This design comes from an exercise in tuning for small area on the open sky130 flow, not from production work.
In this exercise RTL edits were held to simulation tests only and were not proved equivalent to the original.
No activity file was given, so power comes from the tool's default toggle rates. No driver is modelled on the clock port, so clocking that relies on it looks cheaper here than on a real chip.

Setup of the reference run:
==> module neuron_writeback, before the edit <==
module neuron_writeback #(
  parameter int LANES = 16,
  parameter int DW    = 16,
  parameter int AW    = 16,
  parameter int ROWS  = 4
) (
  input  logic                  clk,
  input  logic                  reset,
  input  logic [DW-1:0]         neuron_in,
  input  logic                  neuron_valid,
  input  logic                  layer_start,
  input  logic [AW-1:0]         base_addr,
  input  logic                  layer_flush,
  input  logic                  bram_wr_ready,
  output logic                  bram_wr_en,
  output logic [AW-1:0]         bram_wr_addr,
  output logic [LANES*DW-1:0]   bram_wr_data,
  output logic [LANES-1:0]      bram_wr_mask,
  output logic                  busy,
  output logic                  overflow,
  output logic [AW-1:0]         rows_written
);
  localparam int LW    = $clog2(LANES);
  localparam int PW    = $clog2(ROWS);
  localparam int SLOTS = ROWS + 1;
  localparam int SW    = $clog2(SLOTS);
  localparam logic [LW-1:0] LAST_LANE  = LW'(LANES - 1);
  localparam logic [PW:0]   FIFO_DEPTH = (PW+1)'(ROWS);
  localparam logic [SW-1:0] LAST_SLOT  = SW'(SLOTS - 1);
  logic [LW-1:0]         lane_cnt;
  logic [AW-1:0]         addr_r;       
  logic                  overflow_r;
  logic [AW-1:0]         rows_r;
  logic [DW-1:0]         slot_data [SLOTS][LANES-1];
  logic [SW-1:0]         wr_slot, rd_slot;
  logic [ROWS-1:0][AW-1:0] meta_addr;
  logic [ROWS-1:0][LW-1:0] meta_last;   
  logic [ROWS-1:0][DW-1:0] meta_lane;   
  logic [PW-1:0]         wr_ptr, rd_ptr;
  logic [PW:0]           count;
  logic                  empty, full;
  logic [LW-1:0]         lane_eff;
  logic [AW-1:0]         addr_eff;
  logic [LW-1:0]         last_n;
  logic                  row_done;
  logic                  push;
  logic                  push_ok;
  logic                  drop;
  logic                  pop;
  assign empty = (count == '0);
  assign full  = (count == FIFO_DEPTH);
  assign lane_eff = layer_start ? '0 : lane_cnt;
  assign addr_eff = layer_start ? base_addr : addr_r;
  assign row_done = neuron_valid && (lane_eff == LAST_LANE);
  assign push     = row_done || (layer_flush && (neuron_valid || (lane_eff != '0)));
  assign last_n   = neuron_valid ? lane_eff : lane_eff - LW'(1);
  assign pop     = bram_wr_en && bram_wr_ready;
  assign push_ok = push && (!full || pop);
  assign drop    = push && full && !pop;
  always_ff @(posedge clk) begin
    if (reset) begin
      lane_cnt   <= '0;
      addr_r     <= '0;
      overflow_r <= 1'b0;
      rows_r     <= '0;
    end else begin
      if (push) begin
        lane_cnt <= '0;
        addr_r   <= addr_eff + AW'(1);
      end else begin
        lane_cnt <= lane_eff + LW'(neuron_valid);
        addr_r   <= addr_eff;
      end
      overflow_r <= (layer_start ? 1'b0 : overflow_r) | drop;
      rows_r     <= (layer_start ? '0 : rows_r) + AW'(pop);
    end
  end
  always_ff @(posedge clk) begin
    if (reset) begin
      wr_slot <= '0;
      rd_slot <= '0;
      wr_ptr  <= '0;
      rd_ptr  <= '0;
      count   <= '0;
    end else begin
      if (push_ok) begin
        wr_slot <= (wr_slot == LAST_SLOT) ? '0 : wr_slot + SW'(1);
        wr_ptr  <= wr_ptr + PW'(1);
      end
      if (pop) begin
        rd_slot <= (rd_slot == LAST_SLOT) ? '0 : rd_slot + SW'(1);
        rd_ptr  <= rd_ptr + PW'(1);
      end
      count <= count + (PW+1)'(push_ok) - (PW+1)'(pop);
    end
  end
  logic [LANES-2:0] lane_we [SLOTS];
  always_comb
    for (int s = 0; s < SLOTS; s++)
      for (int i = 0; i < LANES-1; i++)
        lane_we[s][i] = neuron_valid && (wr_slot == SW'(s)) && (lane_eff == LW'(i));
  for (genvar s = 0; s < SLOTS; s++) begin : g_slot
    for (genvar i = 0; i < LANES-1; i++) begin : g_lane
      nw_hold_reg #(.W(DW)) u_reg (
        .clk(clk), .load(lane_we[s][i]), .keep(!lane_we[s][i]),
        .d(neuron_in), .q(slot_data[s][i])
      );
    end
  end
  logic [ROWS-1:0] meta_we;
  always_comb
    for (int r = 0; r < ROWS; r++)
      meta_we[r] = push_ok && (wr_ptr == PW'(r));
  for (genvar r = 0; r < ROWS; r++) begin : g_meta
    nw_hold_reg #(.W(AW+LW+DW)) u_reg (
      .clk(clk), .load(meta_we[r]), .keep(!meta_we[r]),
      .d({addr_eff, last_n, neuron_in}),
      .q({meta_addr[r], meta_last[r], meta_lane[r]})
    );
  end
  logic [LW-1:0]         head_last;
  logic [LANES-1:0]      head_mask;
  logic [SLOTS-1:0]      rd_oh;
  logic [LANES-1:0]      sel [SLOTS];
  for (genvar i = 0; i < LANES-1; i++) begin : g_rd
    nw_lane_rd #(.DW(DW)) u_rd (
      .d0(slot_data[0][i]), .d1(slot_data[1][i]), .d2(slot_data[2][i]),
      .d3(slot_data[3][i]), .d4(slot_data[4][i]),
      .s({sel[4][i], sel[3][i], sel[2][i], sel[1][i], sel[0][i]}),
      .q(bram_wr_data[i*DW +: DW])
    );
  end
  logic [ROWS-1:0]       rd_oh4;
  logic [ROWS-1:0]       sel_last;
  nw_lane_rd4 #(.DW(DW)) u_rd_last (
    .d0(meta_lane[0]), .d1(meta_lane[1]), .d2(meta_lane[2]), .d3(meta_lane[3]),
    .s(sel_last), .q(bram_wr_data[(LANES-1)*DW +: DW])
  );
  always_comb begin
    for (int r = 0; r < ROWS; r++)
      rd_oh4[r] = (rd_ptr == PW'(r));
    sel_last  = rd_oh4 & {ROWS{head_mask[LANES-1]}};
  end
  always_comb begin
    head_last = meta_last[rd_ptr];
    for (int i = 0; i < LANES; i++)
      head_mask[i] = (LW'(i) <= head_last);
    for (int s = 0; s < SLOTS; s++) begin
      rd_oh[s] = (rd_slot == SW'(s));
      sel[s]   = rd_oh[s] ? head_mask : '0;
    end
    bram_wr_en   = !empty;
    bram_wr_addr = meta_addr[rd_ptr];
    bram_wr_mask = head_mask;
    busy         = (lane_cnt != '0) || !empty;
    overflow     = overflow_r;
    rows_written = rows_r;
  end
endmodule
==> module nw_lane_rd4, before the edit <==
module nw_lane_rd4 #(
  parameter int DW = 16
) (
  input  logic [DW-1:0] d0, d1, d2, d3,
  input  logic [3:0]    s,
  output logic [DW-1:0] q
);
  assign q = (d0 & {DW{s[0]}}) | (d1 & {DW{s[1]}}) | (d2 & {DW{s[2]}}) |
             (d3 & {DW{s[3]}});
endmodule
clock: 6.0 ns
lec_check: 0
cap_margin: 20
core_margin: 2
core_utilization: 55
slew_margin: 20
synth_hierarchical: 1
synth_minimum_keep_size: 0
standard.sh (not shown) runs the stock make flow with config.mk's settings and CLKGATE_MAP_FILE= SYNTH_SCRIPT=/design/flow/synth_recipe.tcl, a recipe that flattens the netlist after the stock synthesis.
==> flow/flow/run.sh <==
#!/bin/bash
# Standard ORFS layout with two changes to how cells are chosen:
#  - port buffers use the smallest buffer (buf_1) instead of the resizer's default pick
#  - CTS clusters up to 30 sinks per clkbuf_16 leaf buffer and adds no dummy loads
set -euo pipefail
export BUFFER_PORTS_ARGS="-buffer_cell sky130_fd_sc_hd__buf_1"
export CTS_ARGS="-sink_clustering_enable -repair_clock_nets -dont_use_dummy_load -buf_list sky130_fd_sc_hd__clkbuf_16 -sink_clustering_size 30 -sink_clustering_max_diameter 100"
bash standard.sh finish > standard.log 2>&1
Here is what was changed in the inputs of the trial run compared with the reference run.
==> flow/design.v, changed modules only <==
module neuron_writeback #(
  parameter int LANES = 16,
  parameter int DW    = 16,
  parameter int AW    = 16,
  parameter int ROWS  = 4
) (
  input  logic                  clk,
  input  logic                  reset,
  input  logic [DW-1:0]         neuron_in,
  input  logic                  neuron_valid,
  input  logic                  layer_start,
  input  logic [AW-1:0]         base_addr,
  input  logic                  layer_flush,
  input  logic                  bram_wr_ready,
  output logic                  bram_wr_en,
  output logic [AW-1:0]         bram_wr_addr,
  output logic [LANES*DW-1:0]   bram_wr_data,
  output logic [LANES-1:0]      bram_wr_mask,
  output logic                  busy,
  output logic                  overflow,
  output logic [AW-1:0]         rows_written
);
  localparam int LW    = $clog2(LANES);
  localparam int PW    = $clog2(ROWS);
  localparam int SLOTS = ROWS + 1;
  localparam int SW    = $clog2(SLOTS);
  localparam logic [LW-1:0] LAST_LANE  = LW'(LANES - 1);
  localparam logic [PW:0]   FIFO_DEPTH = (PW+1)'(ROWS);
  localparam logic [SW-1:0] LAST_SLOT  = SW'(SLOTS - 1);
  logic [LW-1:0]         lane_cnt;
  logic [AW-1:0]         addr_r;       
  logic                  overflow_r;
  logic [AW-1:0]         rows_r;
  logic [DW-1:0]         slot_data [SLOTS][LANES];
  logic [SW-1:0]         wr_slot, rd_slot;
  logic [AW-1:0]         meta_addr [ROWS];
  logic [LW-1:0]         meta_last [ROWS];   
  logic [PW-1:0]         wr_ptr, rd_ptr;
  logic [PW:0]           count;
  logic                  empty, full;
  logic [LW-1:0]         lane_eff;
  logic [AW-1:0]         addr_eff;
  logic [LW-1:0]         last_n;
  logic                  row_done;
  logic                  push;
  logic                  push_ok;
  logic                  drop;
  logic                  pop;
  assign empty = (count == '0);
  assign full  = (count == FIFO_DEPTH);
  assign lane_eff = layer_start ? '0 : lane_cnt;
  assign addr_eff = layer_start ? base_addr : addr_r;
  assign row_done = neuron_valid && (lane_eff == LAST_LANE);
  assign push     = row_done || (layer_flush && (neuron_valid || (lane_eff != '0)));
  assign last_n   = neuron_valid ? lane_eff : lane_eff - LW'(1);
  assign pop     = bram_wr_en && bram_wr_ready;
  assign push_ok = push && (!full || pop);
  assign drop    = push && full && !pop;
  always_ff @(posedge clk) begin
    if (reset) begin
      lane_cnt   <= '0;
      addr_r     <= '0;
      overflow_r <= 1'b0;
      rows_r     <= '0;
    end else begin
      if (push) begin
        lane_cnt <= '0;
        addr_r   <= addr_eff + AW'(1);
      end else begin
        lane_cnt <= lane_eff + LW'(neuron_valid);
        addr_r   <= addr_eff;
      end
      overflow_r <= (layer_start ? 1'b0 : overflow_r) | drop;
      rows_r     <= (layer_start ? '0 : rows_r) + AW'(pop);
    end
  end
  always_ff @(posedge clk) begin
    if (reset) begin
      wr_slot <= '0;
      rd_slot <= '0;
      wr_ptr  <= '0;
      rd_ptr  <= '0;
      count   <= '0;
    end else begin
      if (push_ok) begin
        wr_slot <= (wr_slot == LAST_SLOT) ? '0 : wr_slot + SW'(1);
        wr_ptr  <= wr_ptr + PW'(1);
      end
      if (pop) begin
        rd_slot <= (rd_slot == LAST_SLOT) ? '0 : rd_slot + SW'(1);
        rd_ptr  <= rd_ptr + PW'(1);
      end
      count <= count + (PW+1)'(push_ok) - (PW+1)'(pop);
    end
  end
  logic [LANES-1:0] lane_we [SLOTS];
  always_comb
    for (int s = 0; s < SLOTS; s++)
      for (int i = 0; i < LANES; i++)
        lane_we[s][i] = neuron_valid && (wr_slot == SW'(s)) && (lane_eff == LW'(i));
  for (genvar s = 0; s < SLOTS; s++) begin : g_slot
    for (genvar i = 0; i < LANES; i++) begin : g_lane
      nw_hold_reg #(.W(DW)) u_reg (
        .clk(clk), .load(lane_we[s][i]), .keep(!lane_we[s][i]),
        .d(neuron_in), .q(slot_data[s][i])
      );
    end
  end
  always_ff @(posedge clk) begin
    if (push_ok) begin
      meta_addr[wr_ptr] <= addr_eff;
      meta_last[wr_ptr] <= last_n;
    end
  end
  logic [LW-1:0]         head_last;
  logic [LANES-1:0]      head_mask;
  logic [SLOTS-1:0]      rd_oh;
  logic [LANES-1:0]      sel [SLOTS];
  for (genvar i = 0; i < LANES; i++) begin : g_rd
    nw_lane_rd #(.DW(DW)) u_rd (
      .d0(slot_data[0][i]), .d1(slot_data[1][i]), .d2(slot_data[2][i]),
      .d3(slot_data[3][i]), .d4(slot_data[4][i]),
      .s({sel[4][i], sel[3][i], sel[2][i], sel[1][i], sel[0][i]}),
      .q(bram_wr_data[i*DW +: DW])
    );
  end
  always_comb begin
    head_last = meta_last[rd_ptr];
    for (int i = 0; i < LANES; i++)
      head_mask[i] = (LW'(i) <= head_last);
    for (int s = 0; s < SLOTS; s++) begin
      rd_oh[s] = (rd_slot == SW'(s));
      sel[s]   = rd_oh[s] ? head_mask : '0;
    end
    bram_wr_en   = !empty;
    bram_wr_addr = meta_addr[rd_ptr];
    bram_wr_mask = head_mask;
    busy         = (lane_cnt != '0) || !empty;
    overflow     = overflow_r;
    rows_written = rows_r;
  end
endmodule
// module nw_lane_rd4 removed
--- outcome ---
Switching share of total power: higher on the reference run. Diff the reference run -> the trial run | wire length of the first global-routing pass | up slightly. The final reports for the trial run and the reference run show longest individual stage delay on the worst path lower in the former. Highest clock frequency the design can meet: the trial run vs the reference run down about 1.5%. Sort the reference run and the trial run by clock buffer instance count of the final layout, ascending, and the reference run comes first. In the tables for the reference run and the trial run, met3 track demand over resource reads higher with the trial run. Cmp the reference run and the trial run / final antenna diode count / higher: the trial run. The signed area change from the synthesized netlist to the final layout number comes out lower for the reference run vs the trial run. The lower final critical-path share of the clock period of the reference run and the trial run is in the reference run. Final HPWL from detailed placement on the trial run is behind the reference run. Between the reference run and the trial run, via count of the first global-routing pass is lower for the reference run, the trial run comes in above that. Compared with the reference run, the trial run shows final wirelength that has gone up slightly.

==> separate check: timing with driven ports <==
No port has a modelled driver above. Below, the same layouts with a new extraction and two added sets of constraints.
Step 1 sets driving cells, clkbuf_16 on the clock port and buf_2 on the other inputs (assumed; they add their load-dependent delay and slew).
Step 2 adds t to the input delays and takes it off the output delays; t is the mean of the earliest and latest rising clock arrival at the registers after step 1. Input paths then give back, and output paths get back, about the clock's delay inside the block.
Slacks: no drivers / after step 1 / after step 2; pairs: no drivers / after step 1.
| run | shift t [ns] | setup slack, ns | hold WS [ns] |
|---|---|---|---|
| the reference run | 0.742 | 0.376 / 0.302 / 1.044 | 0.476 / 0.476 / 0.476 |
| the trial run | 0.755 | 0.291 / 0.219 / 0.974 | 0.482 / 0.482 / 0.482 |
After both steps every run listed still meets setup and hold.
